What follows belongs to an exercise in optimizing a design on an open flow for a short achievable clock period and few clock cycles per item; a production flow would make more cautious choices.
Only simulation tests tie the RTL to the original design; equivalence was not proved.
Power figures rest on the tool's default switching activity, not on a simulated workload.

File: flow/design.v
`default_nettype none
package rv_isa_pkg;
    typedef enum logic [4:0] {
        LOAD      = 5'b00000,
        LOAD_FP   = 5'b00001,
        MISC_MEM  = 5'b00011,
        OP_IMM    = 5'b00100,
        AUIPC     = 5'b00101,
        OP_IMM_32 = 5'b00110,
        STORE     = 5'b01000,
        STORE_FP  = 5'b01001,
        AMO       = 5'b01011,
        OP        = 5'b01100,
        LUI       = 5'b01101,
        OP_32     = 5'b01110,
        MADD      = 5'b10000,
        MSUB      = 5'b10001,
        NMSUB     = 5'b10010,
        NMADD     = 5'b10011,
        OP_FP     = 5'b10100,
        BRANCH    = 5'b11000,
        JALR      = 5'b11001,
        JAL       = 5'b11011,
        SYSTEM    = 5'b11100
    } opcode_e;
    typedef logic [31:0] instr_t;
    typedef logic [15:0] half_t;     
    typedef logic [4:0]  reg_addr_t;
    typedef logic [2:0]  funct3_t;
    typedef logic [6:0]  funct7_t;
    typedef struct packed {
        logic i;
        logic u;
        logic s;
        logic r;
        logic r4;
        logic b;
        logic j;
    } instr_format_t;
endpackage
`default_nettype wire
`default_nettype none
package fe_pkg;
    typedef logic [63:0] addr_t;
    typedef logic [63:0] xword_t;
    typedef logic [4:0]  delta_t;     
    typedef logic [7:0]  bit_off_t;   
    localparam int SLOTS = 4;
    typedef struct packed {
        logic  valid;
        addr_t pc;
    } pc_req_t;
    typedef struct packed {
        logic   valid;
        delta_t delta;
    } pc_adv_t;
    typedef struct packed {
        logic                 valid;
        addr_t                pc;
        xword_t               data;
        bit_off_t [SLOTS:0]   offset;   
    } fetch_blk_t;
    typedef struct packed {
        logic   valid;
        addr_t  pc;
        logic [31:0] instr;
        logic   compressed;
    } slot_t;
    typedef struct packed {
        logic      valid;
        addr_t     pc;
        logic [4:0]  opcode;
        logic [2:0]  funct3;
        logic [6:0]  funct7;
        xword_t    imm;
        logic [4:0]  rs1;
        logic [4:0]  rs2;
        logic [4:0]  rd;
        logic      compressed;
        logic      illegal;
    } decoded_t;
endpackage
`default_nettype wire
`default_nettype none
module rvc_expand (
    input  rv_isa_pkg::instr_t parcel,
    output rv_isa_pkg::instr_t instr
);
    rv_isa_pkg::half_t     c;
    rv_isa_pkg::reg_addr_t r_hi;   
    rv_isa_pkg::reg_addr_t r_lo;   
    assign c    = parcel[15:0];
    assign r_hi = {2'b01, c[9:7]};
    assign r_lo = {2'b01, c[4:2]};
    always_comb begin
        if (parcel[1:0] == 2'b11) begin
            instr = parcel;
        end else begin
            case ({c[15:13], c[1:0]})
                5'b00000:   
                    if (c[12:5] == 8'd0)
                        instr = '0;
                    else
                        instr = {2'd0, c[10:7], c[12:11], c[5], c[6], 2'd0,
                                 5'd2, 3'b000, r_lo, rv_isa_pkg::OP_IMM, 2'b11};
                5'b01000:   
                    instr = {5'd0, c[5], c[12:10], c[6], 2'd0,
                             r_hi, 3'b010, r_lo, rv_isa_pkg::LOAD, 2'b11};
                5'b01100:   
                    instr = {4'd0, c[6:5], c[12:10], 3'd0,
                             r_hi, 3'b011, r_lo, rv_isa_pkg::LOAD, 2'b11};
                5'b11000:   
                    instr = {5'd0, c[5], c[12], r_lo, r_hi, 3'b010,
                             c[11:10], c[6], 2'd0, rv_isa_pkg::STORE, 2'b11};
                5'b11100:   
                    instr = {4'd0, c[6:5], c[12], r_lo, r_hi, 3'b011,
                             c[11:10], 3'd0, rv_isa_pkg::STORE, 2'b11};
                5'b00001:   
                    instr = {{7{c[12]}}, c[6:2], c[11:7], 3'b000, c[11:7], rv_isa_pkg::OP_IMM, 2'b11};
                5'b00101:   
                    instr = {{7{c[12]}}, c[6:2], c[11:7], 3'b000, c[11:7], rv_isa_pkg::OP_IMM_32, 2'b11};
                5'b01001:   
                    instr = {{7{c[12]}}, c[6:2], 5'd0, 3'b000, c[11:7], rv_isa_pkg::OP_IMM, 2'b11};
                5'b01101:
                    if ({c[12], c[6:2]} == 6'd0)
                        instr = '0;
                    else if (c[11:7] == 5'd2)   
                        instr = {{3{c[12]}}, c[4:3], c[5], c[2], c[6], 4'd0,
                                 5'd2, 3'b000, 5'd2, rv_isa_pkg::OP_IMM, 2'b11};
                    else   
                        instr = {{15{c[12]}}, c[6:2], c[11:7], rv_isa_pkg::LUI, 2'b11};
                5'b10001:
                    case (c[11:10])
                        2'b00, 2'b01:   
                            instr = {1'b0, c[10], 4'd0, c[12], c[6:2],
                                     r_hi, 3'b101, r_hi, rv_isa_pkg::OP_IMM, 2'b11};
                        2'b10:   
                            instr = {{7{c[12]}}, c[6:2], r_hi, 3'b111, r_hi, rv_isa_pkg::OP_IMM, 2'b11};
                        default:
                            case ({c[12], c[6:5]})
                                3'b000:  instr = {7'h20, r_lo, r_hi, 3'b000, r_hi, rv_isa_pkg::OP, 2'b11};
                                3'b001:  instr = {7'h00, r_lo, r_hi, 3'b100, r_hi, rv_isa_pkg::OP, 2'b11};
                                3'b010:  instr = {7'h00, r_lo, r_hi, 3'b110, r_hi, rv_isa_pkg::OP, 2'b11};
                                3'b011:  instr = {7'h00, r_lo, r_hi, 3'b111, r_hi, rv_isa_pkg::OP, 2'b11};
                                3'b100:  instr = {7'h20, r_lo, r_hi, 3'b000, r_hi, rv_isa_pkg::OP_32, 2'b11};
                                3'b101:  instr = {7'h00, r_lo, r_hi, 3'b000, r_hi, rv_isa_pkg::OP_32, 2'b11};
                                default: instr = '0;
                            endcase
                    endcase
                5'b10101:   
                    instr = {c[12], c[8], c[10:9], c[6], c[7], c[2], c[11], c[5:3],
                             c[12], {8{c[12]}}, 5'd0, rv_isa_pkg::JAL, 2'b11};
                5'b11001, 5'b11101:   
                    instr = {{4{c[12]}}, c[6:5], c[2], 5'd0, r_hi, 2'b00, c[13],
                             c[11:10], c[4:3], c[12], rv_isa_pkg::BRANCH, 2'b11};
                5'b00010:   
                    if ({c[12], c[6:2]} == 6'd0)
                        instr = '0;
                    else
                        instr = {6'd0, c[12], c[6:2], c[11:7], 3'b001, c[11:7], rv_isa_pkg::OP_IMM, 2'b11};
                5'b01010:   
                    instr = {4'd0, c[3:2], c[12], c[6:4], 2'd0, 5'd2, 3'b010, c[11:7], rv_isa_pkg::LOAD, 2'b11};
                5'b01110:   
                    instr = {3'd0, c[4:2], c[12], c[6:5], 3'd0, 5'd2, 3'b011, c[11:7], rv_isa_pkg::LOAD, 2'b11};
                5'b10010:
                    if (c[6:2] != 5'd0)   
                        instr = {7'd0, c[6:2], c[12] ? c[11:7] : 5'd0, 3'b000, c[11:7], rv_isa_pkg::OP, 2'b11};
                    else if (c[11:7] != 5'd0)   
                        instr = {12'd0, c[11:7], 3'b000, 4'd0, c[12], rv_isa_pkg::JALR, 2'b11};
                    else if (c[12])   
                        instr = {12'd1, 5'd0, 3'b000, 5'd0, rv_isa_pkg::SYSTEM, 2'b11};
                    else
                        instr = '0;
                5'b11010:   
                    instr = {4'd0, c[8:7], c[12], c[6:2], 5'd2, 3'b010, c[11:9], 2'd0, rv_isa_pkg::STORE, 2'b11};
                5'b11110:   
                    instr = {3'd0, c[9:7], c[12], c[6:2], 5'd2, 3'b011, c[11:10], 3'd0, rv_isa_pkg::STORE, 2'b11};
                default:
                    instr = '0;   
            endcase
        end
    end
endmodule
`default_nettype wire
`default_nettype none
module fe_pc #(
    parameter fe_pkg::addr_t RST_PC = 64'h400000,
    parameter int            SH     = 1,
    parameter int            LO     = 7
) (
    input  logic          clk,
    input  logic          rst,
    input  logic          en,
    input  logic [1:0]    step,
    output fe_pkg::addr_t q
);
    logic [LO-1:0]      lo_q;
    logic [63-SH-LO:0]  hi_q;
    logic [LO:0]        lo_sum;
    logic [63-SH-LO:0]  hi_inc;
    assign lo_sum = {1'b0, lo_q} + {{(LO-1){1'b0}}, step};
    assign hi_inc = hi_q + 1'b1;
    assign q      = {hi_q, lo_q, RST_PC[SH-1:0]};
    always_ff @(posedge clk) begin
        if (rst)
            {hi_q, lo_q} <= RST_PC[63:SH];
        else if (en)
            {hi_q, lo_q} <= {lo_sum[LO] ? hi_inc : hi_q, lo_sum[LO-1:0]};
    end
endmodule
`default_nettype wire
`default_nettype none
module fe_fetch #(
    parameter fe_pkg::addr_t RST_PC = 64'h400000
) (
    input  logic           clk,
    input  logic           rst,
    input  logic           space4,       
    input  logic           space8,       
    output logic           blk_valid,
    output fe_pkg::xword_t blk_data,
    output logic           icache_req,
    output fe_pkg::addr_t  icache_addr,
    input  logic           icache_done,
    input  fe_pkg::xword_t icache_data
);
    logic req_q;
    logic busy_q;
    assign icache_req = req_q;
    assign blk_valid  = busy_q & icache_done;
    assign blk_data   = icache_data;
    fe_pc #(
        .RST_PC (RST_PC),
        .SH     (3),
        .LO     (6)
    ) u_addr (
        .clk  (clk),
        .rst  (rst),
        .en   (blk_valid),   
        .step (2'd1),
        .q    (icache_addr)
    );
    always_ff @(posedge clk) begin
        if (rst) begin
            req_q  <= 1'b1;
            busy_q <= 1'b0;
        end else begin
            req_q  <= (blk_valid & space8) | (~busy_q & ~req_q & space4);
            busy_q <= req_q | (busy_q & ~icache_done);
        end
    end
endmodule
`default_nettype wire
`default_nettype none
module fe_align #(
    parameter int C = 16
) (
    input  logic               clk,
    input  logic               rst,
    input  logic               blk_valid,
    input  fe_pkg::xword_t     blk_data,
    input  logic               room,        
    output logic               space4,      
    output logic               space8,      
    output logic               emit,
    output logic               x_valid,     
    output rv_isa_pkg::instr_t x_ir,
    output logic               x_cmp
);
    logic [C-1:0][15:0] w_q;
    logic [C-1:0][15:0] w_sh;
    logic [C-1:0][15:0] c1;
    logic [C-1:0][15:0] c2;
    logic [C-1:0][15:0] w_n;
    logic [C:0]         cnt_q;     
    logic [C:0]         base;
    logic [C:0]         cnt_n;
    logic               len2;
    logic               avail;
    logic               sh1;
    logic               sh2;
    rv_isa_pkg::instr_t x_raw;
    assign len2  = w_q[0][1:0] == 2'b11;
    assign avail = len2 ? ~(cnt_q[0] | cnt_q[1]) : ~cnt_q[0];
    assign emit  = room & avail;
    assign sh1   = emit & ~len2;
    assign sh2   = emit & len2;
    assign base  = sh2 ? (cnt_q >> 2) : sh1 ? (cnt_q >> 1) : cnt_q;
    assign cnt_n = blk_valid ? (base << 4) : base;
    assign space4 = |base[C-4:0];
    assign space8 = |base[C-8:0];
    assign x_cmp  = x_raw[1:0] != 2'b11;
    always_comb begin
        for (int i = 0; i < C; i++) begin
            w_sh[i] = w_q[i];
            for (int j = 0; j < 4; j++)
                if (i >= j && cnt_q[(i-j+C+1)%(C+1)])
                    w_sh[i] = blk_data[16*j +: 16];
            c1[i] = (i + 1 < C) ? w_q[(i+1)%C] : 16'd0;
            for (int j = 0; j < 4; j++)
                if (i >= j && cnt_q[(i-j+C+2)%(C+1)])
                    c1[i] = blk_data[16*j +: 16];
            c2[i] = (i + 2 < C) ? w_q[(i+2)%C] : 16'd0;
            for (int j = 0; j < 4; j++)
                if (i >= j && cnt_q[(i-j+C+3)%(C+1)])
                    c2[i] = blk_data[16*j +: 16];
            if (!blk_valid) begin
                w_sh[i] = w_q[i];
                c1[i]   = (i + 1 < C) ? w_q[(i+1)%C] : 16'd0;
                c2[i]   = (i + 2 < C) ? w_q[(i+2)%C] : 16'd0;
            end
            w_n[i] = sh2 ? c2[i] : sh1 ? c1[i] : w_sh[i];
        end
    end
    rvc_expand u_exp (
        .parcel (x_raw),
        .instr  (x_ir)
    );
    always_ff @(posedge clk) begin
        if (rst)
            cnt_q <= {{C{1'b0}}, 1'b1};
        else
            cnt_q <= cnt_n;
        if (rst)
            x_valid <= 1'b0;
        else
            x_valid <= emit;
    end
    always_ff @(posedge clk) begin
        w_q   <= w_n;
        x_raw <= {w_q[1], w_q[0]};
    end
endmodule
`default_nettype wire
`default_nettype none
module fe_rec (
    input  logic [32:0]      ent,
    output fe_pkg::decoded_t rec
);
    rv_isa_pkg::instr_t        ir;
    rv_isa_pkg::opcode_e       opc;
    rv_isa_pkg::instr_format_t fmt;
    fe_pkg::xword_t            imm;
    assign ir  = ent[31:0];
    assign opc = rv_isa_pkg::opcode_e'(ir[6:2]);
    always_comb begin
        fmt.i  = (opc == rv_isa_pkg::LOAD | opc == rv_isa_pkg::LOAD_FP | opc == rv_isa_pkg::MISC_MEM | opc == rv_isa_pkg::OP_IMM | opc == rv_isa_pkg::OP_IMM_32 | opc == rv_isa_pkg::JALR | opc == rv_isa_pkg::SYSTEM);
        fmt.u  = (opc == rv_isa_pkg::AUIPC | opc == rv_isa_pkg::LUI);
        fmt.s  = (opc == rv_isa_pkg::STORE | opc == rv_isa_pkg::STORE_FP);
        fmt.r  = (opc == rv_isa_pkg::AMO | opc == rv_isa_pkg::OP | opc == rv_isa_pkg::OP_32 | opc == rv_isa_pkg::OP_FP);
        fmt.r4 = (opc == rv_isa_pkg::MADD | opc == rv_isa_pkg::MSUB | opc == rv_isa_pkg::NMSUB | opc == rv_isa_pkg::NMADD);
        fmt.b  = opc == rv_isa_pkg::BRANCH;
        fmt.j  = opc == rv_isa_pkg::JAL;
    end
    always_comb begin
        imm = '0;
        if (fmt.i)
            imm = {{53{ir[31]}}, ir[30:20]};
        else if (fmt.u)
            imm = {{32{ir[31]}}, ir[31:12], 12'd0};
        else if (fmt.s)
            imm = {{53{ir[31]}}, ir[30:25], ir[11:7]};
        else if (fmt.b)
            imm = {{52{ir[31]}}, ir[7], ir[30:25], ir[11:8], 1'b0};
        else if (fmt.j)
            imm = {{44{ir[31]}}, ir[19:12], ir[20], ir[30:21], 1'b0};
    end
    assign rec.valid      = 1'b1;
    assign rec.pc         = '0;   
    assign rec.opcode     = opc;
    assign rec.funct3     = ir[14:12];
    assign rec.funct7     = ir[31:25];
    assign rec.imm        = imm;
    assign rec.rs1        = (opc == rv_isa_pkg::SYSTEM && ir[14]) ? '0 :
                            (fmt.i | fmt.s | fmt.r | fmt.r4 | fmt.b) ? ir[19:15] : '0;
    assign rec.rs2        = (fmt.r | fmt.s | fmt.b) ? ir[24:20] : '0;
    assign rec.rd         = (fmt.i | fmt.u | fmt.r | fmt.r4 | fmt.j) ? ir[11:7] : '0;
    assign rec.compressed = ent[32];
    assign rec.illegal    = ir[1:0] != 2'b11;
endmodule
module fe_decode #(
    parameter fe_pkg::addr_t RST_PC = 64'h400000,
    parameter int            N      = 4
) (
    input  logic               clk,
    input  logic               rst,
    input  logic               emit,
    input  logic               x_valid,
    input  rv_isa_pkg::instr_t x_ir,
    input  logic               x_cmp,
    output logic               room,        
    output fe_pkg::decoded_t   dec,
    input  logic               dec_ready
);
    localparam int PW = (N > 2) ? 2 : 1;   
    logic [N-1:0][32:0]        fq;
    logic [PW-1:0]             wr_q;
    logic [N-1:0]              rd_oh;       
    logic [N-1:0]              rd1_oh;      
    logic [32:0]               ent0;
    logic [32:0]               ent1;
    logic [PW:0]               cnt_q;
    logic [PW:0]               cnt_n;
    logic                      room_q;
    logic                      xfer;
    fe_pkg::decoded_t          rec0;        
    fe_pkg::decoded_t          rec1;        
    assign room  = room_q;
    assign xfer  = dec.valid & dec_ready;
    assign cnt_n = cnt_q + {{PW{1'b0}}, x_valid} - {{PW{1'b0}}, xfer};
    always_comb begin
        ent0 = '0;
        ent1 = '0;
        for (int k = 0; k < N; k++) begin
            ent0 = ent0 | (fq[k] & {33{rd_oh[k]}});
            ent1 = ent1 | (fq[k] & {33{rd1_oh[k]}});
        end
    end
    fe_rec u_rec0 (
        .ent (ent0),
        .rec (rec0)
    );
    fe_rec u_rec1 (
        .ent (ent1),
        .rec (rec1)
    );
    always_ff @(posedge clk) begin
        if (rst) begin
            wr_q   <= '0;
            rd_oh  <= N'(1);
            rd1_oh <= N'(2);
            cnt_q  <= '0;
            room_q <= 1'b1;
        end else begin
            if (x_valid)
                wr_q <= (wr_q == PW'(N-1)) ? '0 : wr_q + 1'b1;
            if (xfer) begin
                rd_oh  <= rd1_oh;
                rd1_oh <= {rd1_oh[N-2:0], rd1_oh[N-1]};
            end
            cnt_q  <= cnt_n;
            room_q <= (cnt_n + {{PW{1'b0}}, emit}) < (PW+1)'(N);
        end
    end
    for (genvar k = 0; k < N; k++) begin : g_fifo
        always_ff @(posedge clk)
            if (x_valid && wr_q == PW'(k))
                fq[k] <= {x_cmp, x_ir};
    end
    fe_pc #(
        .RST_PC (RST_PC),
        .SH     (1),
        .LO     (7)
    ) u_pc (
        .clk  (clk),
        .rst  (rst),
        .en   (xfer),
        .step (dec.compressed ? 2'd1 : 2'd2),
        .q    (dec.pc)
    );
    always_ff @(posedge clk) begin
        if (rst)
            dec.valid <= 1'b0;
        else
            dec.valid <= xfer ? (cnt_q > (PW+1)'(1)) : (cnt_q != '0);
    end
    always_ff @(posedge clk) begin
        dec.opcode     <= xfer ? rec1.opcode     : rec0.opcode;
        dec.funct3     <= xfer ? rec1.funct3     : rec0.funct3;
        dec.funct7     <= xfer ? rec1.funct7     : rec0.funct7;
        dec.imm        <= xfer ? rec1.imm        : rec0.imm;
        dec.rs1        <= xfer ? rec1.rs1        : rec0.rs1;
        dec.rs2        <= xfer ? rec1.rs2        : rec0.rs2;
        dec.rd         <= xfer ? rec1.rd         : rec0.rd;
        dec.compressed <= xfer ? rec1.compressed : rec0.compressed;
        dec.illegal    <= xfer ? rec1.illegal    : rec0.illegal;
    end
endmodule
`default_nettype wire
`default_nettype none
module rvfe_top #(
    parameter fe_pkg::addr_t RST_PC = 64'h400000
) (
    input  logic        clk,
    input  logic        rst,
    output logic        icache_req,
    output logic [63:0] icache_addr,
    input  logic        icache_done,
    input  logic [63:0] icache_data,
    output logic        dec_valid,
    output logic [63:0] dec_pc,
    output logic [4:0]  dec_opcode,
    output logic [2:0]  dec_funct3,
    output logic [6:0]  dec_funct7,
    output logic [63:0] dec_imm,
    output logic [4:0]  dec_rs1,
    output logic [4:0]  dec_rs2,
    output logic [4:0]  dec_rd,
    output logic        dec_compressed,
    output logic        dec_illegal,
    input  logic        dec_ready
);
    logic               space4;
    logic               space8;
    logic               blk_valid;
    fe_pkg::xword_t     blk_data;
    logic               room;
    logic               emit;
    logic               x_valid;
    rv_isa_pkg::instr_t x_ir;
    logic               x_cmp;
    fe_pkg::decoded_t   dec;
    assign dec_valid      = dec.valid;
    assign dec_pc         = dec.pc;
    assign dec_opcode     = dec.opcode;
    assign dec_funct3     = dec.funct3;
    assign dec_funct7     = dec.funct7;
    assign dec_imm        = dec.imm;
    assign dec_rs1        = dec.rs1;
    assign dec_rs2        = dec.rs2;
    assign dec_rd         = dec.rd;
    assign dec_compressed = dec.compressed;
    assign dec_illegal    = dec.illegal;
    fe_fetch #(
        .RST_PC (RST_PC)
    ) u_fetch (
        .clk         (clk),
        .rst         (rst),
        .space4      (space4),
        .space8      (space8),
        .blk_valid   (blk_valid),
        .blk_data    (blk_data),
        .icache_req  (icache_req),
        .icache_addr (icache_addr),
        .icache_done (icache_done),
        .icache_data (icache_data)
    );
    fe_align u_align (
        .clk       (clk),
        .rst       (rst),
        .blk_valid (blk_valid),
        .blk_data  (blk_data),
        .room      (room),
        .space4    (space4),
        .space8    (space8),
        .emit      (emit),
        .x_valid   (x_valid),
        .x_ir      (x_ir),
        .x_cmp     (x_cmp)
    );
    fe_decode #(
        .RST_PC (RST_PC)
    ) u_decode (
        .clk       (clk),
        .rst       (rst),
        .emit      (emit),
        .x_valid   (x_valid),
        .x_ir      (x_ir),
        .x_cmp     (x_cmp),
        .room      (room),
        .dec       (dec),
        .dec_ready (dec_ready)
    );
endmodule
`default_nettype wire
File: flow/flow/run.sh
#!/bin/bash
# Standard ORFS layout, with two sizing choices changed: port buffers are
# sky130_fd_sc_hd__buf_4 (not the default delay-cell buffer) and the resizer
# may change a cell's footprint when it sizes it.
set -euo pipefail
bash standard.sh MATCH_CELL_FOOTPRINT=0 \
    "BUFFER_PORTS_ARGS=-buffer_cell sky130_fd_sc_hd__buf_4" \
    finish > standard_make.log 2>&1
File: flow/standard.sh
#!/bin/bash
# synth_recipe.tcl (not shown) runs the flow's synth.tcl, then flattens the netlist and writes it again
# the make line also repeats each setting of config.mk as NAME=value (left out here)
make -C /OpenROAD-flow-scripts/flow DESIGN_CONFIG=/design/flow/config.mk WORK_HOME=/design/flow/orfs CLKGATE_MAP_FILE= SYNTH_SCRIPT=/design/flow/synth_recipe.tcl "${@:-finish}"
File: flow/config.mk
export PLATFORM = sky130hd
export DESIGN_NAME = rvfe_top
export DESIGN_NICKNAME = rvfe_top
export VERILOG_FILES = /design/flow/design.v
export SDC_FILE = /design/flow/constraint.sdc
export NUM_CORES = 4
export LEC_CHECK = 0
export CAP_MARGIN = 20
export CORE_MARGIN = 2
export CORE_UTILIZATION = 60
export PLACE_DENSITY = 0.75
export SETUP_SLACK_MARGIN = 4.8
export SLEW_MARGIN = 20
File: flow/constraint.sdc
create_clock -name core_clock -period 7.5 [get_ports {clk}]
set_input_delay 1.5000 -clock core_clock [delete_from_list [all_inputs] [get_ports {clk}]]
set_output_delay 1.5000 -clock core_clock [all_outputs]
set_load 0.01 [all_outputs]
==> reports/qor.csv, run 1 <==
stage,metric,value,unit
clock_tree,clk_latency,640,ps
pwr,p_leak,0.0183,uW
global_route,grt_util_all_layers,0.369,
global_route,grtUsageMet1,0.495,
synthesis,synth-seq-cells,639,
critical_path,cp-end-kind,output pin,
critical_path,crit_arrival,1330,ps
synthesis,async_reset_ff_frac,0,
clock_tree,numCtsBuffers,72,
placed_design,gp_congestion,1.02,
clock_tree,path_clk_slew,60,ps
clock_tree,root_buffer,clkbuf_16,
die,rows,95,
global_route,busiest_layer,met2,
placed_design,place_ws,3160,ps
sta,period_minus_slack,2830,ps
drt,routed_via_density,7.07,
final_layout,drive_above_1_share,0.162,
synthesis,ys.flop_type,dfxtp_1,
die,io_pins,294,
drt,antenna_left,0,
global_route,grt_use_met2,0.574,
critical_path,critPathRequiredTime,6000,ps
synthesis,netlist.area_leader.share,0.216,
global_route,grtUsageMet3,0.0677,
pwr,p_per_area,306,mW/mm2
flow_run,maxCapViolations,0,
placed_design,post-place-cells,5531,
drt,vias,40600,
global_route,antenna_found_initial,17,
sta,drv_slew,0,
final_layout,area_growth,13.4,%
global_route,grt_overflow,0,
synthesis,synthTopCellsByArea,"dfxtp_1, edfxtp_1, a21oi_1, mux2i_1, o21ai_0",
sta,setup_tns,0,ps
critical_path,timing.rr.start,u_align.x_raw[11]$_DFF_P_,
synthesis,yosysWarnings,7,
clock_tree,h-tree-depth,3,
sta,slew_headroom,0.274,
sta,worst_pin_slew,1090,ps
synthesis,postSynthAreaPerCell,8.36,um2
synthesis,ys_types,75,
global_route,grt_max_degree,104,
drt,firstDrtPassIters,11,
die,die_x,266,um
final_layout,finalInstanceArea,0.0466,mm2
final_layout,final_cells,5739,
drt,wirelength,140000,um
synthesis,synth_edf_count,196,
sta,rsz0062_at_grt,yes,
sta,fin_skew,22.3,ps
critical_path,critPathLaunch,u_decode.dec[80]$_DFF_P_,
final_layout,utilization,0.691,
sta,fmax,354,MHz
die,fp.coreArea,0.0675,mm2
synthesis,syn_area,0.0411,mm2
synthesis,yosysSeqAreaShare,0.359,
sta,final-setup-viol-count,0,
global_route,first_global_vias,36300,
die,die_h,266,um
global_route,grt_pass1_wl,210000,um
pwr,peakVddDrop,0.000227,V
clock_tree,cts_tree,yes,
sta,period_share,0.377,
drt,routedWlPerCell,24.3,um
placed_design,portBuffers,289,
die,initial_core_util,0.609,
drt,route.detailed.drc,0,
final_layout,final_common_cell,a21oi_1,
placed_design,hpwl,78800,um
clock_tree,clk_path_buf_depth,3,
clock_tree,ctsHoldBuffers,0,
synthesis,syn-instance-count,4918,
placed_design,placed_area,0.0429,mm2
clock_tree,cts.sinks,639,
synthesis,yosysTopAreaCell,dfxtp_1,
hold_path,hold_path_class,flip-flop to flip-flop,
final_layout,nets,4873,
drt,drtIter0Drc,5400,
critical_path,worst-setup-path-type,flip-flop to output pin,
sta,worst_slack,4670,ps
outcome,status,no timing/DRC/antenna violations,
critical_path,cp-start-kind,flip-flop,
hold_path,hold_path.startpoint,u_align.w_q[3]$_DFFE_PP_,
die,dieArea,0.0707,mm2
final_layout,layout_common_cells,"a21oi_1, nand2_1, dfxtp_1",
sta,hold_viol_final,0,
critical_path,crit_fanout,17,
[power breakdown]
group | switching (uW) | leakage [uW] | internal, uW
combinational | 3050 | 0.0116 | 2670
sequential | 549 | 0.00553 | 4400
clock | 1530 | 0.00117 | 2070
total | 5130 | 0.0183 | 9130
[layer usage]
layer,part of all wire,routed length (um)
met5,0.00024,33
met4,0.048,6680
met3,0.11,14900
met2,0.45,63000
met1,0.39,55000
[critical path, stage by stage, from the launching register on]
cell	delay, ps
dfxtp_4	400
buf_12	150
buf_4	130
[through the flow]
stage,hold WS [ps],total power (uW)
after floorplan,323,9120
after global placement,324,10200
after detailed placement,336,10300
after CTS,351,14100
after global routing,348,15000
final,343,14300
[state kept, by name (all words and copies together), names as in the netlist]
| name | cells |
|---|---|
| u_align.w_q | 256 |
| u_decode.fq | 132 |
| u_decode.dec | 65 |
| u_decode.u_pc.hi_q | 56 |
| u_fetch.u_addr.hi_q | 55 |
| u_align.x_raw | 32 |
| u_align.cnt_q | 17 |
| u_decode.u_pc.lo_q | 7 |
| u_fetch.u_addr.lo_q | 6 |
| u_decode.cnt_q | 3 |
| u_decode.rd1_oh | 3 |
| u_decode.wr_q | 2 |
| u_align.x_valid | 1 |
| u_decode.rd_oh | 1 |
| u_decode.room_q | 1 |
| u_fetch.busy_q | 1 |
| u_fetch.req_q | 1 |
[final timing paths]
path                                                   to  slack (ps)  cells past startpoint
worst max-delay path                          dec_imm[56]        4670                      2
worst min register to register   u_align.x_raw[3]$_DFF_P_         340                      0
worst min-delay path             u_align.x_raw[3]$_DFF_P_         340                      0
worst max register to register  u_decode.fq[59]$_DFFE_PP_        4810                      5
[synth_stat cells, types with 69 or more instances]
master    instances
nor2_1          258
buf_2            86
dfxtp_1         443
a22o_1          176
nor2b_1         220
a221oi_1        118
nand3_1          69
a221o_1         151
nand2_1         438
edfxtp_1        196
xor2_1           82
inv_1            81
o21ai_0         392
a22oi_1         103
a21oi_1         559
mux2i_1         279
clkbuf_1        398
a211o_1         163
buf_1            82
[kinds of logic after synthesis]
logic type / after synthesis / share of synthesized area
multiplexers: 315 / 0.0821
buffers and inverters: 688 / 0.0689
other: 1 / 0.0000912
flip-flops: 639 / 0.359
AND/OR/NAND/NOR: 1223 / 0.144
adder cells (fa/ha/maj): 14 / 0.00462
XOR/XNOR: 113 / 0.0241
AO/OA/AOI/OAI: 1925 / 0.317
[area by class of cell]
cell class,instances,area [um2]
Sequential cell,639,14900
Multi-Input combinational cell,3605,24300
Tap cell,873,1090
Antenna cell,15,37.5
Timing Repair Buffer,387,3460
Inverter,84,342
Timing Repair inverter,2,22.5
Clock buffer,113,2190
Fill cell,5549,20900
Clock inverter,21,193
[what timing repair did]
action,in CTS,in global routing
pin swaps,10,9
setup buffers,26,12
gates resized for setup,161,77
cloned,17,4
endpoints found under the setup margin,585,383
Testbench counts, summed over its fixed seeds: cycles 20,306, instrs 16,000.
==> run 2: changes to the inputs <==
--- a/flow/design.v
+++ b/flow/design.v
@@ -335,7 +335,8 @@
 `default_nettype none
 module fe_rec (
     input  logic [32:0]      ent,
-    output fe_pkg::decoded_t rec
+    output fe_pkg::decoded_t rec,
+    output logic             sign       
 );
     rv_isa_pkg::instr_t        ir;
     rv_isa_pkg::opcode_e       opc;
@@ -365,6 +366,7 @@
         else if (fmt.j)
             imm = {{44{ir[31]}}, ir[19:12], ir[20], ir[30:21], 1'b0};
     end
+    assign sign           = ir[31] & (fmt.i | fmt.u | fmt.s | fmt.b | fmt.j);
     assign rec.valid      = 1'b1;
     assign rec.pc         = '0;   
     assign rec.opcode     = opc;
@@ -401,13 +403,17 @@
     logic [32:0]               ent1;
     logic [PW:0]               cnt_q;
     logic [PW:0]               cnt_n;
+    logic [PW:0]               cnt_kx;      
     logic                      room_q;
     logic                      xfer;
     fe_pkg::decoded_t          rec0;        
     fe_pkg::decoded_t          rec1;        
+    logic                      sign0;
+    logic                      sign1;
     assign room  = room_q;
     assign xfer  = dec.valid & dec_ready;
-    assign cnt_n = cnt_q + {{PW{1'b0}}, x_valid} - {{PW{1'b0}}, xfer};
+    assign cnt_kx = cnt_q + {{PW{1'b0}}, x_valid};
+    assign cnt_n  = xfer ? cnt_kx - 1'b1 : cnt_kx;
     always_comb begin
         ent0 = '0;
         ent1 = '0;
@@ -417,12 +423,14 @@
         end
     end
     fe_rec u_rec0 (
-        .ent (ent0),
-        .rec (rec0)
+        .ent  (ent0),
+        .rec  (rec0),
+        .sign (sign0)
     );
     fe_rec u_rec1 (
-        .ent (ent1),
-        .rec (rec1)
+        .ent  (ent1),
+        .rec  (rec1),
+        .sign (sign1)
     );
     always_ff @(posedge clk) begin
         if (rst) begin
@@ -468,7 +476,8 @@
         dec.opcode     <= xfer ? rec1.opcode     : rec0.opcode;
         dec.funct3     <= xfer ? rec1.funct3     : rec0.funct3;
         dec.funct7     <= xfer ? rec1.funct7     : rec0.funct7;
-        dec.imm        <= xfer ? rec1.imm        : rec0.imm;
+        dec.imm[47:0]  <= xfer ? rec1.imm[47:0]  : rec0.imm[47:0];
+        dec.imm[63:48] <= {16{xfer ? sign1 : sign0}};
         dec.rs1        <= xfer ? rec1.rs1        : rec0.rs1;
         dec.rs2        <= xfer ? rec1.rs2        : rec0.rs2;
         dec.rd         <= xfer ? rec1.rd         : rec0.rd;
==> run 2 against run 1 <==
  * Still clean on timing, DRC and antenna
  * Synthesized area up 0.10%
  * Clock-buffer cell count up 9
  * Sequential share of layout area up 0.058 points
  * Die area up 0.10%
  * Final cell count rose by 0.51%
  * Clock skew is 1.5 ps lower
  * Register-to-register slack worse by 30 ps
  * Wire length down 0.75%
  * Sequential power decreased by 4.0%
  * Design area barely moved
  * First-iteration DRC count grew 6.6%
  * Flip-flop and latch count increased by 1
  * Critical path type unchanged
==> reports/qor.csv, run 2 <==
stage,metric,value,unit,change
hold_path,hold-path-cell-count,0,,unchanged
drt,vias,40400,,-0.32%
sta,final-setup-viol-count,0,,unchanged
sta,fmax,365,MHz,+3.0%
clock_tree,ctsHoldBuffers,0,,unchanged
drt,routedWlPerCell,24.0,um,-1.2%
final_layout,fillCellCount,5521,,-0.50%
critical_path,cp-end-kind,output pin,,
die,die_x,266,um,about the same
synthesis,yosysSeqAreaShare,0.359,,about the same
pwr,p_leak,0.0181,uW,-1.3%
hold_path,hold-path-endpoint,u_align.x_raw[5]$_DFF_P_,,
final_layout,regArea,0.0150,mm2,+0.10%
drt,wirelength,139000,um,-0.75%
synthesis,postSynthAreaPerCell,8.31,um2,-0.60%
sta,hold_ws,328,ps,-14.8 ps
drt,antenna_left,0,,unchanged
critical_path,crit_arrival,1240,ps,-90 ps
final_layout,drive_above_1_share,0.159,,-0.00299
final_layout,largest_register_ffs,256,,unchanged
clock_tree,path_clk_slew,70,ps,about the same
global_route,grt_overflow,0,,unchanged
clock_tree,cts.sinks,640,,+0.16%
critical_path,crit_fanout,8,,-9
critical_path,critPathRequiredTime,6000,ps,about the same
pwr,peakVddDrop,0.000202,V,-11%
clock_tree,numCtsBuffers,73,,+1.4%
flow_run,maxCapViolations,0,,unchanged
sta,hold_viol_final,0,,unchanged
critical_path,timing.rr.start,u_align.x_raw[6]$_DFF_P_,,
sta,period_minus_slack,2740,ps,-82.0 ps
sta,setup_tns,0,ps,unchanged
sta,worst_pin_slew,982,ps,-107 ps
sta,drv_slew,0,,unchanged
placed_design,portBuffers,289,,unchanged
global_route,grt_max_degree,105,,+0.96%
die,rows,96,,+1.1%
synthesis,netlist.area_leader.share,0.216,,+0.000263
final_layout,area_growth,13.2,%,
final_layout,reg_top3,"u_align.w_q x256, u_decode.fq x132, u_decode.dec x66",,
synthesis,ys.flop_type,dfxtp_1,,
clock_tree,cts_tree,yes,,
placed_design,gp_congestion,1.01,,-1.8%
synthesis,yosysTopAreaCell,dfxtp_1,,
sta,slew_headroom,0.345,,+0.0713
sta,fin_skew,20.8,ps,-1.51 ps
die,io_pins,294,,unchanged
drt,routed_via_density,7.01,,-0.82%
global_route,first_global_vias,35900,,-1.2%
final_layout,layout_common_cells,"a21oi_1, nand2_1, dfxtp_1",,
die,dieArea,0.0707,mm2,+0.10%
final_layout,final_common_cell,a21oi_1,,
synthesis,yosysWarnings,7,,unchanged
drt,route.detailed.drc,0,,unchanged
die,fp.coreArea,0.0682,mm2,+1.1%
final_layout,nets,4893,,+0.41%
synthesis,syn-instance-count,4953,,+0.71%
global_route,antenna_found_initial,13,,-4
final_layout,utilization,0.683,,-0.00774
outcome,status,no timing/DRC/antenna violations,,
sta,rsz0062_at_grt,yes,,
die,initial_core_util,0.603,,-0.00572
critical_path,worst-setup-path-type,flip-flop to output pin,,
critical_path,r2r_slack,4780,ps,-30 ps
placed_design,hpwl,79000,um,+0.33%
synthesis,async_reset_ff_frac,0,,unchanged
clock_tree,clk_path_buf_depth,3,,unchanged
die,die_h,266,um,about the same
synthesis,synth_edf_count,196,,unchanged
global_route,grt_util_all_layers,0.360,,-0.00896
critical_path,timing.rr.end,u_decode.fq[106]$_DFFE_PP_,,
sta,period_share,0.366,,-0.0109
drt,firstDrtPassIters,10,,-1
hold_path,hold_path.startpoint,u_align.w_q[5]$_DFFE_PP_,,
global_route,grt_pass1_wl,206000,um,-2.0%
final_layout,regMostFlops,u_align.w_q,,
clock_tree,clk_latency,630,ps,about the same
critical_path,ff2ff_path_depth,6,,+1
clock_tree,root_buffer,clkbuf_16,,
clock_tree,h-tree-depth,3,,unchanged
synthesis,synthTopCellsByArea,"dfxtp_1, edfxtp_1, mux2i_1, a21oi_1, o21ai_0",,
hold_path,hold_path_class,flip-flop to flip-flop,,
final_layout,finalInstanceArea,0.0466,mm2,about the same
sta,worst_slack,4760,ps,+82.0 ps
synthesis,ys_types,70,,-6.7%
drt,drtIter0Drc,5754,,+6.6%
synthesis,synth-seq-cells,640,,+0.16%
synthesis,synth_common_cells,"a21oi_1, nand2_1, clkbuf_1",,
synthesis,synth.most_common_cell,a21oi_1,,
final_layout,multi_input_area,0.0244,mm2,+0.21%
pwr,p_per_area,274,mW/mm2,-10%
synthesis,syn_area,0.0412,mm2,+0.10%
critical_path,cp-start-kind,flip-flop,,
placed_design,placed_area,0.0429,mm2,about the same
placed_design,place_ws,3300,ps,+134 ps
run 2: cell types whose count changed after synthesis, moves of 16 or more:
cell	previous run	this run
nor2b_1	220	204
buf_1	82	98
buf_2	86	33
xor2_1	82	65
a221oi_1	118	102
a22oi_1	103	128
clkbuf_1	398	446
run 2: repair_timing:
item | in CTS | in global routing
hold endpoints to repair | 0 | 0
pin swaps | 9 | 9
cloned | 8 | 9
buffers inserted | 17 | 9
endpoints found under the setup margin | 591 | 358
resized for setup | 160 | 104
run 2: stage by stage:
step | total power [uW] | cells
2_1_floorplan | 8110 | 4956
4_1_cts | 12600 | 5737
5_1_grt | 13400 | 5768
6_report | 12800 | 5768
3_3_place_gp | 8900 | 5576
3_5_place_dp | 9000 | 5576
run 2: kinds of logic after synthesis:
group / count (synthesis) / share of synthesized area
flops: 640 / 0.359
other cells: 1 / 0.0000911
fa+ha+maj: 13 / 0.00413
simple gates: 1241 / 0.144
mux: 329 / 0.0854
compound gates: 1926 / 0.316
xor+xnor: 109 / 0.0232
buf+inv: 694 / 0.0677
run 2: worst max-delay path by stage:
stage	startpoint	end
3_5_place_dp	dec_ready	u_decode.u_pc.hi_q[46]$_SDFFE_PP0P_
3_3_place_gp	dec_ready	u_decode.u_pc.hi_q[46]$_SDFFE_PP0P_
6_report	u_decode.dec[80]$_DFF_P_	dec_imm[51]
5_1_grt	dec_ready	u_decode.u_pc.hi_q[44]$_SDFFE_PP0P_
2_1_floorplan	dec_ready	u_decode.u_pc.hi_q[46]$_SDFFE_PP0P_
4_1_cts	u_align.w_q[1]$_DFFE_PP_	u_align.w_q[3]$_DFFE_PP_
run 2: cell type report:
type	count	share of cell area
well taps	882	0.0237
clock buffers	122	0.0480
flip-flops and latches	640	0.321
inverters	80	0.00653
diodes	13	0.000698
clock inverters	14	0.00271
multi-input cells	3633	0.524
repair buffers	384	0.0737
run 2: critical path, cell delays in order (launching register included):
cell and delay [ps]:
dfxtp_4 360, buf_12 130, buf_4 130
run 2: power breakdown:
part / switching, uW / internal, uW
combinational: 2340 / 2120
sequential: 488 / 4260
clock: 1500 / 2040
total: 4330 / 8420
run 2: per-layer routing:
layer / share of wire / GRT usage
met1: 0.40 / 0.487
met2: 0.45 / 0.562
met5: 0 / 0
met4: 0.046 / 0.169
met3: 0.10 / 0.0604
Testbench counts of run 2, summed over its fixed seeds: cycles 20,306, instrs 16,000.
==> run 3: changes to the inputs <==
--- a/flow/config.mk
+++ b/flow/config.mk
@@ -9,5 +9,5 @@
 export CORE_MARGIN = 2
 export CORE_UTILIZATION = 60
 export PLACE_DENSITY = 0.75
-export SETUP_SLACK_MARGIN = 4.8
+export SETUP_SLACK_MARGIN = 5.0
 export SLEW_MARGIN = 20
==> run 3 against run 2 <==
  * Still clean on timing, DRC and antenna
  * Synthesized cell count stayed put
  * Design area rose by 7.7%
  * Clock power shrank 2%
  * Combinational power up 6.3%
  * Sequential power hardly changed
  * Final cell count grew 3.8%
  * Critical endpoint is now u_decode.u_pc.hi_q[38]$_SDFFE_PP0P_
==> reports/qor.csv, run 3 <==
stage,metric,value,unit,change
outcome,status,no timing/DRC/antenna violations,,
synthesis,async_reset_ff_frac,0,,unchanged
drt,route.detailed.drc,0,,unchanged
sta,drv_slew,0,,unchanged
synthesis,synth_common_cells,"a21oi_1, nand2_1, clkbuf_1",,
die,fp.coreArea,0.0682,mm2,unchanged
final_layout,layout_common_cells,"a21oi_1, nand2_1, buf_4",,
drt,drtIter0Drc,6664,,+16%
final_layout,largest_register_ffs,256,,unchanged
synthesis,synth.most_common_cell,a21oi_1,,
clock_tree,numCtsBuffers,72,,-1.4%
synthesis,yosysSeqAreaShare,0.359,,unchanged
critical_path,worst-setup-path-type,flip-flop to flip-flop,,
sta,worst_pin_slew,805,ps,-177 ps
drt,routedWlPerCell,26.3,um,+9.5%
critical_path,ff2ff_path_depth,7,,+1
pwr,p_leak,0.0196,uW,+8.3%
synthesis,yosysTopAreaCell,dfxtp_1,,
flow_run,maxCapViolations,0,,unchanged
synthesis,netlist.area_leader.share,0.216,,unchanged
sta,final-setup-viol-count,0,,unchanged
critical_path,crit_arrival,3330,ps,+2090 ps
pwr,peakVddDrop,0.000161,V,-20%
final_layout,drive_above_1_share,0.236,,+0.0772
hold_path,hold_path_class,flip-flop to flip-flop,,
critical_path,cp-end-kind,flip-flop,,
synthesis,ys_types,70,,unchanged
clock_tree,ctsHoldBuffers,0,,unchanged
drt,wirelength,157000,um,+14%
clock_tree,cts_tree,yes,,
critical_path,crit_fanout,19,,+11
die,dieArea,0.0707,mm2,unchanged
placed_design,portBuffers,289,,unchanged
die,initial_core_util,0.603,,unchanged
die,rows,96,,unchanged
global_route,grt_max_degree,115,,+9.5%
critical_path,timing.rr.end,u_decode.u_pc.hi_q[38]$_SDFFE_PP0P_,,
clock_tree,clk_latency,640,ps,about the same
final_layout,final_cells,5987,,+3.8%
die,io_pins,294,,unchanged
critical_path,r2r_slack,4700,ps,-80 ps
final_layout,reg_top3,"u_align.w_q x256, u_decode.fq x132, u_decode.dec x66",,
synthesis,postSynthAreaPerCell,8.31,um2,unchanged
sta,fin_skew,35.9,ps,+15.1 ps
synthesis,syn-instance-count,4953,,unchanged
clock_tree,root_buffer,clkbuf_16,,
critical_path,critPathLaunch,u_decode.u_pc.hi_q[11]$_SDFFE_PP0P_,,
clock_tree,cts.sinks,640,,unchanged
clock_tree,clk_path_buf_depth,3,,unchanged
placed_design,gp_congestion,0.991,,-1.4%
die,die_x,266,um,unchanged
critical_path,critPathCapture,u_decode.u_pc.hi_q[38]$_SDFFE_PP0P_,,
sta,slew_headroom,0.463,,+0.118
global_route,grt_overflow,0,,unchanged
pwr,p_per_area,258,mW/mm2,-5.7%
placed_design,post-place-cells,5571,,-0.090%
critical_path,critPathRequiredTime,8020,ps,+2020 ps
clock_tree,path_clk_slew,70,ps,about the same
sta,hold_viol_final,0,,unchanged
sta,setup_tns,0,ps,unchanged
sta,fmax,357,MHz,-2.2%
final_layout,regMostFlops,u_align.w_q,,
critical_path,cp-start-kind,flip-flop,,
clock_tree,h-tree-depth,3,,unchanged
synthesis,yosysWarnings,7,,unchanged
drt,vias,43200,,+6.9%
synthesis,syn_area,0.0412,mm2,unchanged
sta,rsz0062_at_grt,yes,,
synthesis,synth-seq-cells,640,,unchanged
critical_path,timing.rr.start,u_decode.u_pc.hi_q[11]$_SDFFE_PP0P_,,
global_route,grt_util_all_layers,0.394,,+0.0339
die,die_h,266,um,unchanged
drt,routed_via_density,7.22,,+3.0%
sta,period_minus_slack,2800,ps,+61.6 ps
drt,firstDrtPassIters,9,,-1
drt,antenna_left,0,,unchanged
global_route,grt_pass1_wl,224000,um,+8.7%
final_layout,final_common_cell,a21oi_1,,
synthesis,synth_edf_count,196,,unchanged
final_layout,nets,5114,,+4.5%
global_route,first_global_vias,38600,,+7.6%
sta,period_share,0.374,,+0.00822
final_layout,area_growth,21.9,%,
synthesis,ys.flop_type,dfxtp_1,,
synthesis,synthTopCellsByArea,"dfxtp_1, edfxtp_1, mux2i_1, a21oi_1, o21ai_0",,
placed_design,hpwl,79500,um,+0.57%
pwr,p_total,13000,uW,+1.6%
global_route,antenna_found_initial,16,,+3
run 3: cell types whose count changed in the layout (fill, tap and decap cells not counted), sizes merged:
cell / before / now
and2: 35 / 37
and4: 22 / 23
buf: 374 / 589
bufinv: 0 / 1
clkbuf: 132 / 109
clkinv: 12 / 25
clkinvlp: 2 / 18
inv: 80 / 69
nand2: 455 / 459
or3: 18 / 19
run 3: worst min path at each step:
stage / from / end / slack (ps) / cells after the start
after floorplan: u_align.w_q[10]$_DFFE_PP_ / u_align.x_raw[10]$_DFF_P_ / 320 / 0
after global placement: u_align.w_q[11]$_DFFE_PP_ / u_align.x_raw[11]$_DFF_P_ / 320 / 0
after detailed placement: u_align.w_q[10]$_DFFE_PP_ / u_align.x_raw[10]$_DFF_P_ / 330 / 0
after CTS: u_align.w_q[11]$_DFFE_PP_ / u_align.x_raw[11]$_DFF_P_ / 340 / 0
after global routing: u_align.w_q[11]$_DFFE_PP_ / u_align.x_raw[11]$_DFF_P_ / 340 / 0
final: u_align.w_q[11]$_DFFE_PP_ / u_align.x_raw[11]$_DFF_P_ / 340 / 0
run 3: power breakdown:
part | internal [uW] | switching (uW)
clock network | 1930 | 1540
registers | 4260 | 489
logic | 2260 | 2480
run 3: area by class of cell:
type	count	area (um2)
Fill cell	4794	18000
Antenna cell	13	32.5
Clock inverter	33	246
Tap cell	882	1100
Clock buffer	100	2020
Inverter	80	357
Sequential cell	640	15200
Timing Repair Buffer	598	6180
Multi-Input combinational cell	3641	25000
run 3: worst max-delay path: stages, from the launching register on:
cell     delay [ps]
dfxtp_2         370
and4_1          320
nand3_2         300
or3_4           620
or3_4           450
buf_4           160
or3_1           320
a21oi_1         150
run 3: cell families (layout without fill, tap and decap cells):
kind of cell               Yosys count  count (layout)  synth area share
DFF                                640             640             0.359
and+or+nand+nor                   1241            1260             0.144
xor gates and xnor gates           109             109            0.0232
adders and majority gates           13              13           0.00413
AOI/OAI and AO/OA                 1926            1926             0.316
muxes                              329             329            0.0854
other                                1              17         0.0000911
buffers and inverters              694             811            0.0677
run 3: routing by layer:
metal	part of all wire	global-route usage
met5	0.00021	0.00277
met1	0.37	0.507
met3	0.12	0.0836
met2	0.44	0.617
met4	0.064	0.217
run 3: what timing repair did:
action,in CTS,in global routing
pin swaps,28,37
resized for setup,568,181
setup buffers,175,67
endpoints found under the setup margin,771,686
gates cloned,18,10
hold endpoints to repair,0,0
run 3: metrics by stage:
| step | util | cell area (um2) | worst slack [ps] | hold WS, ps |
|---|---|---|---|---|
| 6_report | 0.736 | 50200 | 4700 | 341 |
| 4_1_cts | 0.714 | 48700 | 4760 | 340 |
| 3_5_place_dp | 0.631 | 43100 | 3290 | 327 |
| 2_1_floorplan | - | 42300 | 4420 | 323 |
| 5_1_grt | 0.736 | 50200 | 4660 | 342 |
| 3_3_place_gp | 0.631 | 43100 | 3350 | 325 |
==> run 4: changes to the inputs <==
--- a/flow/design.v
+++ b/flow/design.v
@@ -183,6 +183,127 @@
 endmodule
 `default_nettype wire
 `default_nettype none
+module rvc_class (
+    input  rv_isa_pkg::instr_t parcel,
+    output logic [28:0]        cls
+);
+    rv_isa_pkg::half_t c;
+    logic [4:0]        op;
+    assign c  = parcel[15:0];
+    assign op = {c[15:13], c[1:0]};
+    always_comb begin
+        cls = '0;
+        if (parcel[1:0] == 2'b11)
+            cls[0] = 1'b1;                                    
+        else begin
+            case (op)
+                5'b00000: cls[1]  = c[12:5] != 8'd0;            
+                5'b01000: cls[2]  = 1'b1;                       
+                5'b01100: cls[3]  = 1'b1;                       
+                5'b11000: cls[4]  = 1'b1;                       
+                5'b11100: cls[5]  = 1'b1;                       
+                5'b00001: cls[6]  = 1'b1;                       
+                5'b00101: cls[7]  = 1'b1;                       
+                5'b01001: cls[8]  = 1'b1;                       
+                5'b01101:
+                    if ({c[12], c[6:2]} != 6'd0) begin
+                        if (c[11:7] == 5'd2)
+                            cls[9]  = 1'b1;                     
+                        else
+                            cls[10] = 1'b1;                     
+                    end
+                5'b10001:
+                    case (c[11:10])
+                        2'b00, 2'b01: cls[11] = 1'b1;           
+                        2'b10:        cls[12] = 1'b1;           
+                        default:
+                            case ({c[12], c[6:5]})
+                                3'b000:  cls[13] = 1'b1;        
+                                3'b001:  cls[14] = 1'b1;        
+                                3'b010:  cls[15] = 1'b1;        
+                                3'b011:  cls[16] = 1'b1;        
+                                3'b100:  cls[17] = 1'b1;        
+                                3'b101:  cls[18] = 1'b1;        
+                                default: ;
+                            endcase
+                    endcase
+                5'b10101: cls[19] = 1'b1;                       
+                5'b11001, 5'b11101: cls[20] = 1'b1;             
+                5'b00010: cls[21] = {c[12], c[6:2]} != 6'd0;    
+                5'b01010: cls[22] = 1'b1;                       
+                5'b01110: cls[23] = 1'b1;                       
+                5'b10010:
+                    if (c[6:2] != 5'd0)
+                        cls[24] = 1'b1;                         
+                    else if (c[11:7] != 5'd0)
+                        cls[25] = 1'b1;                         
+                    else if (c[12])
+                        cls[26] = 1'b1;                         
+                5'b11010: cls[27] = 1'b1;                       
+                5'b11110: cls[28] = 1'b1;                       
+                default: ;
+            endcase
+        end
+    end
+endmodule
+module rvc_build (
+    input  rv_isa_pkg::instr_t parcel,
+    input  logic [28:0]        cls,
+    output rv_isa_pkg::instr_t instr
+);
+    rv_isa_pkg::half_t     c;
+    rv_isa_pkg::reg_addr_t r_hi;
+    rv_isa_pkg::reg_addr_t r_lo;
+    logic [28:0][31:0]     t;           
+    assign c    = parcel[15:0];
+    assign r_hi = {2'b01, c[9:7]};
+    assign r_lo = {2'b01, c[4:2]};
+    assign t[0]  = parcel;
+    assign t[1]  = {2'd0, c[10:7], c[12:11], c[5], c[6], 2'd0,
+                    5'd2, 3'b000, r_lo, rv_isa_pkg::OP_IMM, 2'b11};
+    assign t[2]  = {5'd0, c[5], c[12:10], c[6], 2'd0,
+                    r_hi, 3'b010, r_lo, rv_isa_pkg::LOAD, 2'b11};
+    assign t[3]  = {4'd0, c[6:5], c[12:10], 3'd0,
+                    r_hi, 3'b011, r_lo, rv_isa_pkg::LOAD, 2'b11};
+    assign t[4]  = {5'd0, c[5], c[12], r_lo, r_hi, 3'b010,
+                    c[11:10], c[6], 2'd0, rv_isa_pkg::STORE, 2'b11};
+    assign t[5]  = {4'd0, c[6:5], c[12], r_lo, r_hi, 3'b011,
+                    c[11:10], 3'd0, rv_isa_pkg::STORE, 2'b11};
+    assign t[6]  = {{7{c[12]}}, c[6:2], c[11:7], 3'b000, c[11:7], rv_isa_pkg::OP_IMM, 2'b11};
+    assign t[7]  = {{7{c[12]}}, c[6:2], c[11:7], 3'b000, c[11:7], rv_isa_pkg::OP_IMM_32, 2'b11};
+    assign t[8]  = {{7{c[12]}}, c[6:2], 5'd0, 3'b000, c[11:7], rv_isa_pkg::OP_IMM, 2'b11};
+    assign t[9]  = {{3{c[12]}}, c[4:3], c[5], c[2], c[6], 4'd0,
+                    5'd2, 3'b000, 5'd2, rv_isa_pkg::OP_IMM, 2'b11};
+    assign t[10] = {{15{c[12]}}, c[6:2], c[11:7], rv_isa_pkg::LUI, 2'b11};
+    assign t[11] = {1'b0, c[10], 4'd0, c[12], c[6:2],
+                    r_hi, 3'b101, r_hi, rv_isa_pkg::OP_IMM, 2'b11};
+    assign t[12] = {{7{c[12]}}, c[6:2], r_hi, 3'b111, r_hi, rv_isa_pkg::OP_IMM, 2'b11};
+    assign t[13] = {7'h20, r_lo, r_hi, 3'b000, r_hi, rv_isa_pkg::OP, 2'b11};
+    assign t[14] = {7'h00, r_lo, r_hi, 3'b100, r_hi, rv_isa_pkg::OP, 2'b11};
+    assign t[15] = {7'h00, r_lo, r_hi, 3'b110, r_hi, rv_isa_pkg::OP, 2'b11};
+    assign t[16] = {7'h00, r_lo, r_hi, 3'b111, r_hi, rv_isa_pkg::OP, 2'b11};
+    assign t[17] = {7'h20, r_lo, r_hi, 3'b000, r_hi, rv_isa_pkg::OP_32, 2'b11};
+    assign t[18] = {7'h00, r_lo, r_hi, 3'b000, r_hi, rv_isa_pkg::OP_32, 2'b11};
+    assign t[19] = {c[12], c[8], c[10:9], c[6], c[7], c[2], c[11], c[5:3],
+                    c[12], {8{c[12]}}, 5'd0, rv_isa_pkg::JAL, 2'b11};
+    assign t[20] = {{4{c[12]}}, c[6:5], c[2], 5'd0, r_hi, 2'b00, c[13],
+                    c[11:10], c[4:3], c[12], rv_isa_pkg::BRANCH, 2'b11};
+    assign t[21] = {6'd0, c[12], c[6:2], c[11:7], 3'b001, c[11:7], rv_isa_pkg::OP_IMM, 2'b11};
+    assign t[22] = {4'd0, c[3:2], c[12], c[6:4], 2'd0, 5'd2, 3'b010, c[11:7], rv_isa_pkg::LOAD, 2'b11};
+    assign t[23] = {3'd0, c[4:2], c[12], c[6:5], 3'd0, 5'd2, 3'b011, c[11:7], rv_isa_pkg::LOAD, 2'b11};
+    assign t[24] = {7'd0, c[6:2], c[12] ? c[11:7] : 5'd0, 3'b000, c[11:7], rv_isa_pkg::OP, 2'b11};
+    assign t[25] = {12'd0, c[11:7], 3'b000, 4'd0, c[12], rv_isa_pkg::JALR, 2'b11};
+    assign t[26] = {12'd1, 5'd0, 3'b000, 5'd0, rv_isa_pkg::SYSTEM, 2'b11};
+    assign t[27] = {4'd0, c[8:7], c[12], c[6:2], 5'd2, 3'b010, c[11:9], 2'd0, rv_isa_pkg::STORE, 2'b11};
+    assign t[28] = {3'd0, c[9:7], c[12], c[6:2], 5'd2, 3'b011, c[11:10], 3'd0, rv_isa_pkg::STORE, 2'b11};
+    always_comb begin
+        instr = '0;
+        for (int k = 0; k < 29; k++)
+            instr = instr | (t[k] & {32{cls[k]}});
+    end
+endmodule
+`default_nettype wire
+`default_nettype none
 module fe_pc #(
     parameter fe_pkg::addr_t RST_PC = 64'h400000,
     parameter int            SH     = 1,
@@ -280,6 +401,8 @@
     logic               sh1;
     logic               sh2;
     rv_isa_pkg::instr_t x_raw;
+    logic [28:0]        cls;
+    logic [28:0]        x_cls;
     assign len2  = w_q[0][1:0] == 2'b11;
     assign avail = len2 ? ~(cnt_q[0] | cnt_q[1]) : ~cnt_q[0];
     assign emit  = room & avail;
@@ -312,8 +435,13 @@
             w_n[i] = sh2 ? c2[i] : sh1 ? c1[i] : w_sh[i];
         end
     end
-    rvc_expand u_exp (
+    rvc_class u_cls (
+        .parcel ({w_q[1], w_q[0]}),
+        .cls    (cls)
+    );
+    rvc_build u_exp (
         .parcel (x_raw),
+        .cls    (x_cls),
         .instr  (x_ir)
     );
     always_ff @(posedge clk) begin
@@ -329,6 +457,7 @@
     always_ff @(posedge clk) begin
         w_q   <= w_n;
         x_raw <= {w_q[1], w_q[0]};
+        x_cls <= cls;
     end
 endmodule
 `default_nettype wire
@@ -395,12 +524,14 @@
     input  logic               dec_ready
 );
     localparam int PW = (N > 2) ? 2 : 1;   
-    logic [N-1:0][32:0]        fq;
+    logic [N-1:0][33:0]        fq;
     logic [PW-1:0]             wr_q;
     logic [N-1:0]              rd_oh;       
     logic [N-1:0]              rd1_oh;      
-    logic [32:0]               ent0;
-    logic [32:0]               ent1;
+    logic [33:0]               ent0;
+    logic [33:0]               ent1;
+    rv_isa_pkg::opcode_e       x_opc;
+    logic                      x_sign;      
     logic [PW:0]               cnt_q;
     logic [PW:0]               cnt_n;
     logic [PW:0]               cnt_kx;      
@@ -414,21 +545,27 @@
     assign xfer  = dec.valid & dec_ready;
     assign cnt_kx = cnt_q + {{PW{1'b0}}, x_valid};
     assign cnt_n  = xfer ? cnt_kx - 1'b1 : cnt_kx;
+    assign x_opc  = rv_isa_pkg::opcode_e'(x_ir[6:2]);
+    assign x_sign = x_ir[31] & (x_opc == rv_isa_pkg::LOAD | x_opc == rv_isa_pkg::LOAD_FP | x_opc == rv_isa_pkg::MISC_MEM |
+                                x_opc == rv_isa_pkg::OP_IMM | x_opc == rv_isa_pkg::OP_IMM_32 | x_opc == rv_isa_pkg::JALR |
+                                x_opc == rv_isa_pkg::SYSTEM | x_opc == rv_isa_pkg::AUIPC | x_opc == rv_isa_pkg::LUI |
+                                x_opc == rv_isa_pkg::STORE | x_opc == rv_isa_pkg::STORE_FP | x_opc == rv_isa_pkg::BRANCH |
+                                x_opc == rv_isa_pkg::JAL);
     always_comb begin
         ent0 = '0;
         ent1 = '0;
         for (int k = 0; k < N; k++) begin
-            ent0 = ent0 | (fq[k] & {33{rd_oh[k]}});
-            ent1 = ent1 | (fq[k] & {33{rd1_oh[k]}});
+            ent0 = ent0 | (fq[k] & {34{rd_oh[k]}});
+            ent1 = ent1 | (fq[k] & {34{rd1_oh[k]}});
         end
     end
     fe_rec u_rec0 (
-        .ent  (ent0),
+        .ent  (ent0[32:0]),
         .rec  (rec0),
         .sign (sign0)
     );
     fe_rec u_rec1 (
-        .ent  (ent1),
+        .ent  (ent1[32:0]),
         .rec  (rec1),
         .sign (sign1)
     );
@@ -453,7 +590,7 @@
     for (genvar k = 0; k < N; k++) begin : g_fifo
         always_ff @(posedge clk)
             if (x_valid && wr_q == PW'(k))
-                fq[k] <= {x_cmp, x_ir};
+                fq[k] <= {x_sign, x_cmp, x_ir};
     end
     fe_pc #(
         .RST_PC (RST_PC),
@@ -476,8 +613,9 @@
         dec.opcode     <= xfer ? rec1.opcode     : rec0.opcode;
         dec.funct3     <= xfer ? rec1.funct3     : rec0.funct3;
         dec.funct7     <= xfer ? rec1.funct7     : rec0.funct7;
-        dec.imm[47:0]  <= xfer ? rec1.imm[47:0]  : rec0.imm[47:0];
-        dec.imm[63:48] <= {16{xfer ? sign1 : sign0}};
+        dec.imm[42:0]  <= xfer ? rec1.imm[42:0]  : rec0.imm[42:0];
+        dec.imm[53:43] <= {11{xfer ? sign1 : sign0}};
+        dec.imm[63:54] <= {10{xfer ? ent1[33] : ent0[33]}};
         dec.rs1        <= xfer ? rec1.rs1        : rec0.rs1;
         dec.rs2        <= xfer ? rec1.rs2        : rec0.rs2;
         dec.rd         <= xfer ? rec1.rd         : rec0.rd;
--- a/flow/config.mk
+++ b/flow/config.mk
@@ -9,5 +9,5 @@
 export CORE_MARGIN = 2
 export CORE_UTILIZATION = 60
 export PLACE_DENSITY = 0.75
-export SETUP_SLACK_MARGIN = 5.0
+export SETUP_SLACK_MARGIN = 4.8
 export SLEW_MARGIN = 20
==> run 4 against run 3 <==
  * Design area is 8.5% lower
  * Sequential share of layout area is 3.9 points higher
  * Die area shrank 2.2%
  * Sequential power grew 4%
  * Non-clock buffer count decreased by 213
  * Flip-flop and latch count grew 34
  * Via count shrank 7.0%
  * Final cell count decreased by 5.6%
  * Synthesized area decreased by 2.2%
  * Combinational power decreased by 19%
  * Clock-buffer cell count is 11 higher
==> reports/qor.csv, run 4 <==
stage,metric,value,unit,change
sta,fmax,359,MHz,+0.64%
final_layout,regMostFlops,u_align.w_q,,
drt,drtIter0Drc,6805,,+2.1%
placed_design,gp_congestion,0.953,,-3.9%
final_layout,final_common_cell,a21oi_1,,
critical_path,cp_num_buf_inv,2,,+1
drt,antenna_left,0,,unchanged
critical_path,cp-end-kind,flip-flop,,
drt,routed_via_density,7.12,,-1.4%
sta,drv_slew,0,,unchanged
die,die_x,263,um,-1.1%
critical_path,crit_slowest_cell,or4b_1,,
final_layout,area_growth,14.1,%,
synthesis,netlist.area_leader.share,0.236,,+0.0198
critical_path,crit_arrival,3310,ps,-20 ps
drt,routedWlPerCell,25.1,um,-4.7%
synthesis,syn-instance-count,4810,,-2.9%
drt,firstDrtPassIters,14,,+5
final_layout,nets,4784,,-6.5%
global_route,grt_pass1_wl,210000,um,-5.9%
global_route,grt_util_all_layers,0.376,,-0.0177
critical_path,worst-setup-path-type,flip-flop to flip-flop,,
die,die_h,263,um,-1.1%
pwr,p_per_area,277,mW/mm2,+7.1%
synthesis,synthTopCellsByArea,"dfxtp_1, edfxtp_1, a21oi_1, a22oi_1, mux2i_1",,
clock_tree,path_clk_slew,60,ps,about the same
die,io_pins,294,,unchanged
sta,period_share,0.372,,-0.00236
critical_path,critPathRequiredTime,8030,ps,about the same
die,initial_core_util,0.609,,+0.00577
clock_tree,clk_path_buf_depth,3,,unchanged
critical_path,crit_chain,"buf_16, nand2b_2, a21oi_4, buf_6, mux2i_1, or4b_1, a211o_1",,
critical_path,cp-start-kind,flip-flop,,
final_layout,drive_above_1_share,0.161,,-0.0749
final_layout,layout_common_cells,"a21oi_1, nor2_1, dfxtp_1",,
clock_tree,numCtsBuffers,76,,+5.6%
synthesis,synth_edf_count,200,,+2.0%
global_route,antenna_found_initial,21,,+5
pwr,peakVddDrop,0.000219,V,+36%
global_route,grt_overflow,0,,unchanged
synthesis,yosysWarnings,8,,+1
final_layout,largest_register_ffs,256,,unchanged
sta,fin_skew,19.8,ps,-16.1 ps
die,rows,94,,-2.1%
placed_design,portBuffers,289,,unchanged
synthesis,yosysSeqAreaShare,0.385,,+0.0259
pwr,p_total,12700,uW,-2.0%
global_route,first_global_vias,36100,,-6.4%
synthesis,async_reset_ff_frac,0,,unchanged
die,dieArea,0.0692,mm2,-2.2%
clock_tree,h-tree-depth,3,,unchanged
synthesis,ys.flop_type,dfxtp_1,,
clock_tree,ctsHoldBuffers,0,,unchanged
clock_tree,cts.sinks,674,,+5.3%
critical_path,max_stage_delay,520,ps,-100 ps
hold_path,hold_path_class,flip-flop to flip-flop,,
synthesis,synth.most_common_cell,a21oi_1,,
clock_tree,root_buffer,clkbuf_16,,
sta,period_minus_slack,2790,ps,-17.7 ps
drt,vias,40200,,-7.0%
final_layout,reg_top3,"u_align.w_q x256, u_decode.fq x136, u_decode.dec x67",,
outcome,status,no timing/DRC/antenna violations,,
global_route,grt_max_degree,182,,+58%
final_layout,utilization,0.695,,-0.0409
sta,rsz0062_at_grt,yes,,
critical_path,crit_family,simple AND/OR/NAND/NOR gates,,
synthesis,synth-seq-cells,674,,+5.3%
final_layout,final_cells,5649,,-5.6%
sta,setup_tns,0,ps,unchanged
sta,slew_headroom,0.192,,-0.272
critical_path,crit_fanout,51,,+32
synthesis,yosysTopAreaCell,dfxtp_1,,
pwr,p_leak,0.0171,uW,-13%
clock_tree,cts_tree,yes,,
sta,hold_viol_final,0,,unchanged
drt,wirelength,142000,um,-10%
flow_run,maxCapViolations,0,,unchanged
synthesis,ys_types,87,,+24%
sta,worst_pin_slew,1210,ps,+407 ps
clock_tree,clk_latency,650,ps,about the same
sta,final-setup-viol-count,0,,unchanged
die,fp.coreArea,0.0661,mm2,-3.1%
placed_design,hpwl,81300,um,+2.3%
synthesis,synth_common_cells,"a21oi_1, dfxtp_1, nor2_1",,
drt,route.detailed.drc,0,,unchanged
placed_design,post-place-cells,5440,,-2.4%
synthesis,postSynthAreaPerCell,8.37,um2,+0.72%
synthesis,syn_area,0.0403,mm2,-2.2%
run 4: layer usage:
layer  track usage  share of wire  vias to the layer above
met4         0.250          0.070                        2
met3        0.0677           0.11                      557
met2         0.594           0.45                     2699
li1              -              -                    18000
met5             0       0.000092                        -
met1         0.473           0.37                    19000
run 4: stage by stage:
stage	instance area (um2)	hold slack (ps)	setup slack [ps]
after floorplan	40900	346	4620
after global placement	41800	383	3410
after detailed placement	41900	390	3350
after CTS	45200	405	4570
after global routing	45900	403	4640
final	45900	410	4710
run 4: final timing paths:
path	startpoint	endpoint	slack, ps	depth (start not counted)
worst min register to register	u_align.w_q[7]$_DFFE_PP_	u_align.x_raw[7]$_DFF_P_	410	0
worst max-delay path	u_align.cnt_q[0]$_SDFF_PP1_	u_fetch.req_q$_SDFF_PP1_	4710	7
worst max register to register	u_align.cnt_q[0]$_SDFF_PP1_	u_fetch.req_q$_SDFF_PP1_	4710	7
worst min-delay path	u_align.w_q[7]$_DFFE_PP_	u_align.x_raw[7]$_DFF_P_	410	0
run 4: cell type report:
cell class	count	area [um2]
Multi-Input combinational cell	3466	22500
Tap cell	864	1080
Inverter	100	378
Clock buffer	111	2280
Timing Repair Buffer	385	3530
Clock inverter	30	348
Antenna cell	19	47.5
Sequential cell	674	15700
Fill cell	5160	20200
run 4: report_power, final:
part | internal, uW | leakage (uW) | switching, uW
Clock | 2280 | 0.00130 | 1650
Sequential | 4430 | 0.00584 | 491
Combinational | 1700 | 0.00992 | 2150
run 4: kinds of logic (layout without fill, tap and decap cells):
group,count (synthesis),count (layout),share of synthesized area
muxes,207,207,0.0516
adders and majority gates,13,13,0.00423
xor gates and xnor gates,114,114,0.0248
AOI/OAI and AO/OA,1912,1913,0.323
DFF,674,674,0.385
buffers and inverters,677,626,0.0703
and+or+nand+nor,1212,1215,0.141
other,1,23,0.0000931
run 4: what timing repair did:
action / in CTS / in global routing
setup endpoints to repair: 554 / 427
resized for setup: 181 / 97
pin swaps: 3 / 1
setup buffers: 16 / 23
gates cloned: 7 / 3
Testbench counts of run 4, summed over its fixed seeds: cycles 20,306, instrs 16,000.

## separate check: timing with driven ports
Ports are ideal in the flow. The routed layouts listed here were re-timed in OpenROAD. Step 1 assumes that a clkbuf_16 drives the clock port and a buf_2 every other input. Step 2 times the ports against the registers' clock, not the clock port: input delays grow and output delays shrink by t, the midpoint of the rising clock arrivals with the driver on. Slacks: ideal ports / drivers / drivers and shift; pairs: ideal ports / drivers.
| run | shift t [ns] | setup WS [ns] | worst setup path at the end | latest minus earliest clock arrival (ns) | pins driven straight from the clock port |
|---|---|---|---|---|---|
| run 1 | 0.705 | 4.675 / 4.599 / 4.092 | input to register | 0.023 / 0.024 | 1 |
| run 2 | 0.685 | 4.757 / 4.686 / 4.115 | input to register | 0.025 / 0.025 | 1 |
| run 3 | 0.688 | 4.695 / 4.672 / 4.035 | input to register | 0.036 / 0.036 | 1 |
| run 4 | 0.708 | 4.713 / 4.641 / 4.022 | input to register | 0.021 / 0.021 | 1 |
After both steps setup and hold are still met in every run listed. The setup slack of run 4, which loses most, moves by -0.072 ns with the drivers and by -0.691 ns with both steps.
